Source: an optimization exercise on an open RTL-to-GDS flow (aim: small area). Production flows keep margins and buffers that such runs may drop.
Only simulation tests tie the RTL to the original design; equivalence was not proved.
No activity file was given, so power comes from the tool's default toggle rates.

==> design.v <==
package rcrc_pkg;
    localparam logic [31:0] RESET_RTT     = 32'd100000;
    localparam logic [16:0] RESET_NOMINAL = 17'd10000;
    localparam logic [31:0] RESET_SCALE   = 32'd20752;
    localparam logic [33:0] RESET_RATE    = 34'(RESET_NOMINAL) << 16;
    localparam logic [31:0] RESET_IVL     = 32'd4;
    localparam logic [15:0] LOSS_LIMIT    = 16'd6553;
endpackage
import rcrc_pkg::*;
module receiver_credit_rate_controller
(
    input  logic        aclk,
    input  logic        aresetn,
    input  logic        s_valid,
    output logic        s_ready,
    input  logic [81:0] s_data,
    output logic        m_valid,
    input  logic        m_ready,
    output logic [84:0] m_data,
    input  logic        cfg_valid,
    output logic        cfg_ready,
    input  logic [1:0]  cfg_index,
    input  logic [31:0] cfg_data
);
    localparam logic [4:0] S_INIT  = 5'd0,
                           S_IDLE  = 5'd1,
                           S_CFG   = 5'd2,
                           S_P1    = 5'd3,
                           S_P2    = 5'd4,
                           S_LOSS0 = 5'd5,
                           S_LDIV  = 5'd6,
                           S_BR    = 5'd7,
                           S_MUL   = 5'd8,
                           S_MOD5  = 5'd9,
                           S_D10   = 5'd10,
                           S_SUM   = 5'd11,
                           S_CLAMP = 5'd12,
                           S_RES   = 5'd13,
                           S_OUT   = 5'd14,
                           S_WDIV  = 5'd15,
                           S_IDIV  = 5'd16,
                           S_COPY  = 5'd17;
    function automatic logic [1:0] fadd(input logic a, input logic b, input logic c);
        fadd = {(a & b) | (c & (a ^ b)), a ^ b ^ c};
    endfunction
    function automatic logic [1:0] fsub(input logic a, input logic b, input logic c);
        fsub = {(~a & b) | (~(a ^ b) & c), a ^ b ^ c};
    endfunction
    logic [4:0] state, n_state;
    logic       half;
    logic [5:0] k;
    logic [5:0] it, n_it;
    wire        fe  = (k == 6'd47);
    wire [4:0]  g32 = k[4:0] ^ {half, 4'b0000};
    wire        w32 = half ? (k[5] | k[4]) : ~k[5];
    logic [47:0] lc, lf;                   
    logic [31:0] rtt, cnum, lost, sent;    
    logic [31:0] ivl, scale;               
    logic [31:0] expr;                     
    logic [15:0] rl, nl;                   
    logic [17:0] rh;                       
    logic        nh;                       
    logic [34:0] acc;                      
    logic        sending;
    logic cv, fbd, late, gapc, q0, dec, sgf, dly;
    logic t1, t2, t3, t4, t5, t6, t7, t8, t9;
    logic [2:0] r5;
    logic n_cv, n_fbd, n_late, n_gapc, n_q0, n_dec, n_sending, n_nh;
    logic n_t1, n_t2, n_t3, n_t4, n_t5, n_t6, n_t7, n_t8, n_t9;
    logic [2:0] n_r5;
    logic in_lc, in_lf, in_rtt, in_cnum, in_lost, in_sent;
    logic sh_exp, in_exp, sh_rate, in_rate, in_nl, sh_acc, in_acc;
    logic in_ivl, in_scale;
    logic dsrc;
    wire [31:0] c_rtt   = RESET_RTT;
    wire [31:0] c_scale = RESET_SCALE;
    wire [31:0] c_ivl   = RESET_IVL;
    wire [33:0] c_rate  = RESET_RATE;
    wire [16:0] c_nom   = RESET_NOMINAL;
    wire [47:0] tick  = s_data[81:34];
    wire [31:0] seqv  = s_data[32:1];
    wire        pv    = s_data[33];
    wire        pe    = s_data[0];
    wire        tick_b = tick[k];
    wire        seq_b  = seqv[g32];
    wire        cfg_b  = cfg_data[g32];
    wire        rate_b = (k[5] | k[4]) ? rh[0] : rl[0];
    wire [15:0] c_ll   = LOSS_LIMIT;
    wire [4:0]  wpos   = 5'd17 - it[4:0];
    wire        wen    = (((state == S_LDIV) || (state == S_BR)) && (it >= 6'd2))
                       || ((state == S_IDIV) && (it >= 6'd18));
    wire        ivl_w  = wen && (g32 == wpos);
    logic       d, dd, ss, b_in, c_in, x, db, src, m, a, f, s, u, rb, y, v_lt;
    logic [1:0] r2;
    logic [2:0] p5;
    logic [3:0] sum5;
    logic [3:0] tt;
    always_comb begin
        n_state = state;
        n_it = it;
        n_cv = cv; n_fbd = fbd; n_late = late; n_gapc = gapc;
        n_q0 = q0; n_dec = dec; n_sending = sending;
        n_t1 = t1; n_t2 = t2; n_t3 = t3; n_t4 = t4; n_t5 = t5;
        n_t6 = t6; n_t7 = t7; n_t8 = t8; n_t9 = t9;
        n_r5 = r5;
        in_lc = lc[0]; in_lf = lf[0];
        in_rtt = rtt[0]; in_cnum = cnum[0]; in_lost = lost[0]; in_sent = sent[0];
        sh_exp = 1'b0; in_exp = expr[0];
        sh_rate = 1'b0; in_rate = rate_b;
        in_nl = nl[0]; n_nh = nh;
        sh_acc = 1'b0; in_acc = acc[0];
        in_ivl = ivl_w ? t4 : ivl[0];
        in_scale = scale[0];
        dsrc = acc[0];
        d = 1'b0; dd = 1'b0; ss = 1'b0; b_in = 1'b0; c_in = 1'b0; x = 1'b0; db = 1'b0;
        src = 1'b0; m = 1'b0; a = 1'b0; f = 1'b0; s = 1'b0; u = 1'b0; rb = 1'b0; y = 1'b0;
        v_lt = 1'b0; r2 = 2'b00; p5 = 3'd0; sum5 = 4'd0; tt = 4'd0;
        s_ready = 1'b0;
        cfg_ready = 1'b0;
        case (state)
            S_INIT: begin
                in_lc = 1'b0;
                in_lf = 1'b0;
                if (w32) begin
                    in_rtt = c_rtt[g32];
                    in_cnum = 1'b0;
                    in_lost = 1'b0;
                    in_sent = 1'b0;
                    in_scale = c_scale[g32];
                    in_ivl = c_ivl[g32];
                end
                if (k < 6'd32) begin
                    sh_exp = 1'b1; in_exp = 1'b0;
                end
                if (k < 6'd34) begin
                    sh_rate = 1'b1; in_rate = c_rate[k];
                end
                if (k < 6'd16) in_nl = c_nom[k[3:0]];
                n_nh = c_nom[16];
                if (fe) n_state = S_IDLE;
            end
            S_IDLE: begin
                s_ready = ~s_valid;
                if (fe) begin
                    if (cfg_valid) n_state = S_CFG;
                    else if (s_valid) n_state = S_P1;
                end
            end
            S_CFG: begin
                if (w32) begin
                    case (cfg_index)
                        2'd0: in_rtt = cfg_b;
                        2'd1: begin
                            if (!g32[4]) in_nl = cfg_b;
                            n_nh = cfg_data[16];
                        end
                        2'd2: in_scale = cfg_b;
                        default: ;
                    endcase
                end
                if (fe) begin
                    cfg_ready = 1'b1;
                    n_state = S_IDLE;
                end
            end
            S_P1: if (!half) begin
                {n_t1, d} = fsub(tick_b, lc[0], (k == 6'd0) ? 1'b0 : t1);
                {n_t2, s} = fsub(d, k[5] ? 1'b0 : ivl[0], (k == 6'd0) ? 1'b1 : t2);
                {n_t3, d} = fsub(tick_b, lf[0], (k == 6'd0) ? 1'b0 : t3);
                {n_t4, s} = fsub(d, k[5] ? 1'b0 : rtt[0], (k == 6'd0) ? 1'b1 : t4);
                if (!k[5]) begin
                    sh_exp = 1'b1;
                    {n_t5, dd} = fsub(seq_b, expr[0], (k == 6'd0) ? 1'b0 : t5);
                    {n_t6, ss} = fadd(lost[0], dd, (k == 6'd0) ? 1'b0 : t6);
                    n_t7 = ((k == 6'd0) ? 1'b1 : t7) & ~(seq_b ^ expr[0]);
                    n_t8 = (seq_b & ~expr[0]) | (~(seq_b ^ expr[0]) & ((k == 6'd0) ? 1'b0 : t8));
                    n_t9 = ((k == 6'd0) ? 1'b1 : t9) & sent[0];
                end
                if (fe) begin
                    n_cv = sending & ~n_t2;
                    n_fbd = ~n_t4;
                    n_state = S_P2;
                end
            end
            S_P2: begin
                if (cv) in_lc = tick_b;
                if (fbd) in_lf = tick_b;
                if (w32) begin
                    sh_exp = 1'b1;
                    c_in = (g32 == 5'd0) ? ~t9 : t1;
                    if (cv) begin
                        in_sent = sent[0] ^ c_in;
                        n_t1 = sent[0] & c_in;
                    end
                    c_in = (g32 == 5'd0) ? 1'b1 : t2;
                    if (cv) begin
                        in_cnum = cnum[0] ^ c_in;
                        n_t2 = cnum[0] & c_in;
                    end
                    c_in = (g32 == 5'd0) ? 1'b1 : t3;
                    if (pv & t7) begin
                        in_exp = expr[0] ^ c_in;
                        n_t3 = expr[0] & c_in;
                    end
                    {n_t4, dd} = fsub(seq_b, expr[0], (g32 == 5'd0) ? 1'b0 : t4);
                    {n_t5, ss} = fadd(lost[0], dd, (g32 == 5'd0) ? 1'b0 : t5);
                    if (pv & t8) in_lost = t6 | ss;
                end
                if (fe) begin
                    s_ready = 1'b1;
                    if (pv & pe) n_sending = 1'b0;
                    n_late = pv & ~t7 & ~t8;
                    n_gapc = pv & t8;
                    n_state = fbd ? S_LOSS0 : S_RES;
                end
            end
            S_LOSS0: if (!half) begin
                if (k < 6'd35) begin
                    sh_acc = 1'b1;
                    {n_t1, in_acc} = fsub(k[5] ? 1'b0 : lost[0], k[5] ? 1'b0 : sent[0],
                                          (k == 6'd0) ? 1'b0 : t1);
                end
                if (!k[5]) begin
                    in_lost = 1'b0;
                    n_t2 = ((k == 6'd0) ? 1'b0 : t2) | sent[0];
                end
                if (fe) begin
                    n_q0 = ~acc[34];
                    n_it = 6'd1;
                    n_state = (t2 & acc[34]) ? S_LDIV : S_BR;
                end
            end
            S_LDIV: if (!half) begin
                if (k < 6'd35) begin
                    sh_acc = 1'b1;
                    x = (k == 6'd0) ? 1'b0 : dly;
                    db = k[5] ? 1'b0 : sent[0];
                    {n_t1, in_acc} = fadd(x, db ^ ~sgf, (k == 6'd0) ? ~sgf : t1);
                end
                if (fe) begin
                    n_t4 = ~acc[34];
                    n_it = it + 6'd1;
                    if (it == 6'd16) n_state = S_BR;
                end
            end
            S_BR: begin
                if (w32 && !g32[4]) begin
                    s = in_ivl;
                    f = c_ll[g32[3:0]];
                    n_t3 = (s & ~f) | (~(s ^ f) & ((g32 == 5'd0) ? 1'b0 : t3));
                end
                if (fe) begin
                    n_dec = t2 & (q0 | t3);
                    n_it = 6'd0;
                    n_t2 = 1'b0;
                    n_state = (t2 & (q0 | t3)) ? S_MUL : S_MOD5;
                end
            end
            S_MUL: begin
                src = q0 ? 1'b0 : t4;
                m = src ^ t2;
                if (g32 == it[4:0]) n_t3 = ivl[0];
                if (it != 6'd0 && k < 6'd36) begin
                    sh_acc = 1'b1;
                    a = (it == 6'd1 || k == 6'd35) ? 1'b0 : acc[0];
                    if (k < 6'd34) sh_rate = 1'b1;
                    db = (k < 6'd34) ? rate_b : 1'b0;
                    {n_t1, in_acc} = fadd(a, m & db, (k == 6'd0) ? 1'b0 : t1);
                end
                if (fe) begin
                    if (it != 6'd0) n_t2 = t2 | src;
                    n_t4 = t3;
                    n_it = it + 6'd1;
                    if (it == 6'd16) n_state = S_MOD5;
                end
            end
            S_MOD5: begin
                if (dec) begin
                    u = (k < 6'd35) ? acc[0] : 1'b0;
                    if (k < 6'd35) sh_acc = 1'b1;
                end else begin
                    u = (k < 6'd16) ? nl[0] : ((k == 6'd16) & nh);
                end
                case (k[1:0])
                    2'd0: p5 = 3'd1;
                    2'd1: p5 = 3'd2;
                    2'd2: p5 = 3'd4;
                    default: p5 = 3'd3;
                endcase
                sum5 = {1'b0, (k == 6'd0) ? 3'd0 : r5} + (u ? {1'b0, p5} : 4'd0);
                n_r5 = (sum5 >= 4'd5) ? 3'(sum5 - 4'd5) : sum5[2:0];
                if (fe) n_state = S_D10;
            end
            S_D10: begin
                if (dec) begin
                    u = (k < 6'd35) ? acc[0] : 1'b0;
                end else begin
                    u = (k >= 6'd16 && k < 6'd32) ? nl[0] : ((k == 6'd32) & nh);
                end
                rb = (k < 6'd3) ? r5[k[1:0]] : 1'b0;
                r2 = (k == 6'd0) ? 2'd1 : {t6, t5};
                tt = {3'b000, u} + {3'b000, (k == 6'd0) ? 1'b0 : t2}
                   + {3'b000, (k == 6'd0) ? 1'b0 : t4} + {2'b00, r2}
                   + 4'd1 - {3'b000, rb};
                n_t2 = u;
                n_t3 = (k == 6'd0) ? 1'b0 : t2;
                n_t4 = (k == 6'd0) ? 1'b0 : t3;
                {n_t6, n_t5} = tt[2:1];
                {n_t9, y} = fsub(tt[0], (k == 6'd0) ? 1'b0 : t8, (k == 6'd0) ? 1'b0 : t9);
                n_t7 = y;
                n_t8 = (k == 6'd0) ? 1'b0 : t7;
                if (dec) begin
                    if (k < 6'd36) begin
                        sh_acc = 1'b1;
                        in_acc = y;
                    end
                end else begin
                    dsrc = rate_b;
                    if (k < 6'd34) sh_rate = 1'b1;
                    if (k < 6'd37) begin
                        sh_acc = 1'b1;
                        {n_t1, in_acc} = fadd((k >= 6'd1 && k <= 6'd34) ? dly : 1'b0, y,
                                              (k <= 6'd2) ? 1'b0 : t1);
                    end
                end
                if (fe) n_state = S_SUM;
            end
            S_SUM: begin
                f = (k >= 6'd16 && k < 6'd32) ? nl[0] : ((k == 6'd32) & nh);
                if (k < 6'd35) begin
                    sh_acc = 1'b1;
                    n_t2 = ((k == 6'd0) ? 1'b0 : t2) | ((k == 6'd34) & acc[0]);
                end
                if (k >= 6'd16 && k < 6'd36) begin
                    s = dly;
                    n_t3 = (f & ~s) | (~(f ^ s) & ((k == 6'd16) ? 1'b0 : t3));
                end
                if (fe) n_state = S_CLAMP;
            end
            S_CLAMP: begin
                f = (k >= 6'd16 && k < 6'd32) ? nl[0] : ((k == 6'd32) & nh);
                if (k >= 6'd1 && k < 6'd36) begin
                    sh_acc = 1'b1;
                    in_acc = (k != 6'd35) & (t2 | (t3 ? f : acc[0]));
                end
                if (w32) in_sent = 1'b0;
                if (fe) n_state = S_COPY;
            end
            S_COPY: begin
                if (k < 6'd35) sh_acc = 1'b1;
                if (k < 6'd34) begin
                    sh_rate = 1'b1;
                    in_rate = acc[0];
                end
                if (fe) n_state = S_RES;
            end
            S_RES: if (!half) begin
                if (k < 6'd35) begin
                    sh_acc = 1'b1;
                    in_acc = ~k[5] & cv & cnum[0];
                end
                if (!k[5]) begin
                    sh_exp = 1'b1;
                    if (gapc) in_cnum = expr[0];
                end
                if (fe) n_state = S_OUT;
            end
            S_OUT: begin
                if (m_ready) n_state = fbd ? S_WDIV : S_IDLE;
            end
            S_WDIV: begin
                if (fe) begin
                    n_it = 6'd0;
                    n_t2 = 1'b0;
                    n_state = S_IDIV;
                end
            end
            S_IDIV: begin
                if (g32 == ~it[4:0]) n_t3 = ~it[5] & scale[0];
                if (it != 6'd0 && k < 6'd35) begin
                    sh_acc = 1'b1;
                    x = (k == 6'd0) ? t3 : ((it == 6'd1) ? 1'b0 : dly);
                    if (k < 6'd34) sh_rate = 1'b1;
                    db = (k < 6'd34) ? rate_b : 1'b0;
                    {n_t1, in_acc} = fadd(x, db ^ ~sgf, (k == 6'd0) ? ~sgf : t1);
                end
                if (fe && it != 6'd0) begin
                    if (it <= 6'd16) n_t2 = t2 | ~acc[34];
                    else n_t4 = t2 | ~acc[34];
                    if (it == 6'd49) n_state = S_IDLE;
                end
                if (fe) n_it = it + 6'd1;
            end
            default: n_state = S_IDLE;
        endcase
    end
    always_ff @(posedge aclk) begin
        lc <= {in_lc, lc[47:1]};
        lf <= {in_lf, lf[47:1]};
        rtt <= {in_rtt, rtt[31:1]};
        cnum <= {in_cnum, cnum[31:1]};
        lost <= {in_lost, lost[31:1]};
        sent <= {in_sent, sent[31:1]};
        if (sh_exp) expr <= {in_exp, expr[31:1]};
        rl <= {(sh_rate && !(k[5] | k[4])) ? in_rate : rl[0], rl[15:1]};
        if (sh_rate && (k[5] | k[4])) rh <= {in_rate, rh[17:1]};
        nl <= {in_nl, nl[15:1]};
        nh <= n_nh;
        if (sh_acc) acc <= {in_acc, acc[34:1]};
        ivl <= {in_ivl, ivl[31:1]};
        scale <= {in_scale, scale[31:1]};
        dly <= dsrc;
        t1 <= n_t1; t2 <= n_t2; t3 <= n_t3; t4 <= n_t4; t5 <= n_t5;
        t6 <= n_t6; t7 <= n_t7; t8 <= n_t8; t9 <= n_t9;
        r5 <= n_r5;
        cv <= n_cv; fbd <= n_fbd; late <= n_late; gapc <= n_gapc;
        q0 <= n_q0; dec <= n_dec;
        if (fe) sgf <= (state == S_IDIV && it == 6'd0) ? 1'b0 : acc[34];
        it <= n_it;
        if (!aresetn) begin
            state <= S_INIT;
            half <= 1'b0;
            k <= 6'd0;
            sending <= 1'b1;
        end else begin
            state <= n_state;
            k <= fe ? 6'd0 : k + 6'd1;
            if (fe) half <= ~half;
            sending <= n_sending;
        end
    end
    assign m_valid = (state == S_OUT);
    assign m_data = {cv, acc[31:0], expr, rh, late, fbd};
endmodule
==> flow/run.sh <==
#!/bin/bash
# Standard layout, with the port buffers made from sky130_fd_sc_hd__buf_1
# instead of the buffer cell buffer_ports picks by default.
cd "$(dirname "$0")/.."
export BUFFER_PORTS_ARGS="-buffer_cell sky130_fd_sc_hd__buf_1"
export CTS_ARGS="-sink_clustering_enable -repair_clock_nets -dont_use_dummy_load -buf_list sky130_fd_sc_hd__clkbuf_4 -sink_clustering_size 8 -sink_clustering_max_diameter 60"
bash standard.sh > standard.log 2>&1
status=$?
cp standard.sh flow_standard_copy.sh.txt 2>/dev/null
exit $status
==> standard.sh <==
#!/bin/bash
# synth_recipe.tcl (not shown) runs the flow's synth.tcl, then flattens the netlist and writes it again
# the make line also repeats each setting of config.mk as NAME=value (left out here)
make -C /OpenROAD-flow-scripts/flow DESIGN_CONFIG=/design/flow/config.mk WORK_HOME=/design/flow/orfs CLKGATE_MAP_FILE= SYNTH_SCRIPT=/design/flow/synth_recipe.tcl "${@:-finish}"
==> config.mk <==
export PLATFORM = sky130hd
export DESIGN_NAME = receiver_credit_rate_controller
export DESIGN_NICKNAME = receiver_credit_rate_controller
export VERILOG_FILES = /design/flow/design.v
export SDC_FILE = /design/flow/constraint.sdc
export NUM_CORES = 4
export LEC_CHECK = 0
export ABC_AREA = 1
export CAP_MARGIN = 0
export CORE_MARGIN = 2
export CORE_UTILIZATION = 60
export SLEW_MARGIN = 0
==> constraint.sdc <==
create_clock -name core_clock -period 10.0 [get_ports {aclk}]
set_input_delay 2.0000 -clock core_clock [delete_from_list [all_inputs] [get_ports {aclk}]]
set_output_delay 2.0000 -clock core_clock [all_outputs]
set_load 0.01 [all_outputs]
==> results.txt <==
## final timing paths
| path | startpoint | end | cells after the start |
|---|---|---|---|
| hold / removal | lost[1]$_DFF_P_ | lost[0]$_DFF_P_ | 0 |
| setup reg to reg | k[1]$_SDFF_PP0_ | acc[34]$_DFFE_PP_ | 19 |
| setup / recovery | k[1]$_SDFF_PP0_ | acc[34]$_DFFE_PP_ | 19 |
| hold reg to reg | lost[1]$_DFF_P_ | lost[0]$_DFF_P_ | 0 |
## Yosys cell counts (14+ instances only)
library cell	instances	area (um2)
dfxtp_1	334	6690
nand2_1	258	968
nor2_1	183	687
inv_1	125	469
edfxtp_1	111	3330
o21ai_0	87	435
nand3_1	85	425
buf_4	41	308
a21oi_1	33	165
ha_1	26	325
fa_1	15	300
buf_2	14	70.1
nand4_1	14	87.6
## layout make-up
class,count,area share [%]
Clock buffer,66,2.98
Inverter,137,3.10
Multi-Input combinational cell,821,25.9
Antenna cell,1,0.0151
Sequential cell,445,60.3
Timing Repair Buffer,218,5.15
Tap cell,330,2.49
## flip-flops by register name (all words and copies together), names as in the netlist, 32 cells and up
register / cells
acc: 35
lf: 48
rtt: 32
cnum: 32
lost: 32
expr: 32
ivl: 32
sent: 32
scale: 32
lc: 48
## kinds of logic (layout without fill, tap and decap cells)
| family | Yosys count | in the layout | share of synthesized area, % |
|---|---|---|---|
| compound gates | 172 | 172 | 6.44 |
| xor+xnor | 13 | 13 | 0.747 |
| fa+ha+maj | 41 | 41 | 4.10 |
| buf+inv | 205 | 421 | 6.17 |
| flops | 445 | 445 | 65.7 |
| other cells | 0 | 1 | 0 |
| simple gates | 595 | 595 | 16.8 |
## power groups by stage
stage	combinational [W]	sequential, W	clock (W)
final	0.000986	0.00264	0.000834
after global routing	0.00110	0.00269	0.000930
after CTS	0.000976	0.00265	0.000869
after detailed placement	0.000974	0.00268	0
after global placement	0.000965	0.00266	0
after floorplan	0.000691	0.00261	0
## worst register-to-register path, stage by stage, from the launching register on
cell      delay (ps)
dfxtp_1          770
clkinv_1         550
ha_1             380
nand2_1          130
nor2_2            80
inv_2            280
nand2_1           90
inv_1            120
fa_1             430
inv_1             90
fa_1             430
fa_1             550
fa_1             520
inv_1             40
nor2_1            90
nor2_1            60
nand2_1           60
nand2_1           40
nor2_1            80
nand3_1           80
## layer usage
| layer | up-vias | GRT usage (%) | wire, um |
|---|---|---|---|
| met3 | 113 | 7.08 | 3450 |
| met1 | 5058 | 37.7 | 15700 |
| met2 | 530 | 42.8 | 16200 |
| met4 | 0 | 12.6 | 1440 |
| met5 | - | 0 | 0 |
| li1 | 5191 | - | - |
## stage by stage
step	cells	total power [W]	hold WS (ps)	worst slack (ps)	instance area, um2
finish	2018	0.00446	240	4900	16600
global route	2018	0.00472	227	4620	16600
CTS	2017	0.00449	223	4930	16600
detailed placement	1951	0.00365	312	4930	16100
global placement	1951	0.00362	309	5100	16100
floorplan	1471	0.00330	310	5550	15200
==> results.toml <==
[sta]
post-route-period-util_pct = 51.0
timing.fmax_mhz = 196
slew_headroom_pct = 21.9
fin_skew_ps = 135
post-route-min-period_ps = 5100
final-setup-viol-count = 0
hold_viol = 0
rsz0062_at_grt = "false"
tightest_slew_ps = 1170
drv_slew = 0
finalSetupTns_ps = 0

[critical_path]
cp_max_fo = 19
critical_path.top_delay_family = "adder cells"
arrival_ps = 5550
cp_num_buf_inv = 5
slowest_stage = "dfxtp_1"
crit_path_start_kind = "register"
max_stage_delay_ps = 770
critical_path.cell_chain = "clkinv_1 > ha_1 > nand2_1 > nor2_2 > inv_2 > nand2_1 > inv_1 > fa_1 > inv_1 > fa_1 > fa_1 > fa_1 > inv_1 > nor2_1 > nor2_1 > nand2_1 > nand2_1 > nor2_1 > nand3_1"
required_ps = 10460
cp-end-kind = "register"
r2r_slack_ps = 4900
critPathKind = "register to register"

[cells_and_area]
nNetsFinal = 1851
drive_gt1_share_pct = 6.99
layout_common_cells = "333 x dfxtp_1, 258 x nand2_1, 208 x buf_1"
mostFrequentLayoutCell = "dfxtp_1"
post-route-util_pct = 66.3
multi_input_area_mm2 = 0.00431
fillCellCount = 1998
area_growth_pct = 8.95
seqCellArea_mm2 = 0.0100

[global_routing]
grt_pass1_vias = 10500
grt_max_degree = 57
grt_use_total_pct = 27.9
antenna_found_initial = 1
grt.overflow.total = 0
grt_pass1_wl_um = 56400

[clock_tree]
numClockSinks = 445
clock_latency_ps = 710
ctsHoldBuffers = 0
cts_setup_buffers = 0
cts-root-buf = "clkbuf_4"
cts_tree = "built"
cts_buffers = 66
h-tree-depth = 3
ctsResizeCount = 0
clk_pin_slew_ps = 80
cts_max_path_buffers = 3

[logic_synthesis]
avgSynthCellArea_um2 = 10.4
synth_cell_types = 49
ys_seq_area_share_pct = 65.7
synthArstFlopShare_pct = 0
syn-num-nets = 1633
synth-edff-count = 111
synth.ff_latch_count = 445
synth_warnings = 1
synth_flop_cell = "dfxtp_1"
syn_inst = 1471
netlist_area_mm2 = 0.0152

[floorplanning]
die-height_um = 163
initial_utilization_pct = 60.9
pin_count = 209
dieWidth_um = 163
coreArea_mm2 = 0.0250
dieArea_mm2 = 0.0267
rows = 58

[drt]
drt_iter0_markers = 1064
vias = 10900
via_per_inst = 5.40
detail-route-antenna-nets = 0
firstDrtPassIters = 7
wirelength_um = 36800
wl_per_cell_um = 18.3
drc = 0

[outcome]
outcome = "finished clean"

[power]
power.density_mw_per_mm2 = 269
pwr-share-clk_pct = 18.7
pwr-share-seq_pct = 59.2
net-switching-power_w = 0.00143
vdd_drop_max_uv = 189
leakage_nw = 6.99
internal_power_w = 0.00303
power_frac_comb_pct = 22.1
p_sw_share_pct = 32.0

[placement]
dp_hpwl_um = 26900
portBuffers = 208
place.gp.congestion = 0.997

[job]
drv_cap = 0

[worst_hold_path]
hold_class = "register to register"

[re-timing with driven ports]
No port has a modelled driver above. Below, the same layout with a new extraction and two added sets of constraints. Step 1, drivers: a clkbuf_16 drives aclk and a buf_2 each remaining input, both assumed. Step 2 adds t to the input delays and takes it off the output delays; t is the mean of the earliest and latest rising clock arrival at the registers after step 1. Input paths then give back, and output paths get back, about the clock's delay inside the block. a / b / c = no drivers / after step 1 / after step 2; a / b = the first two.
t (ns): 0.689
setup slack, ns: 4.905 / 4.871 / 4.905
worst setup path at the end: register to register
worst register clock-pin slew, ns: 0.11 / 0.11
worst data-port slew with drivers (ns): 0.05
After both steps setup and hold are still met in this run. For this run, drivers alone change the setup slack by -0.034 ns; drivers and shift together by 0.000 ns.
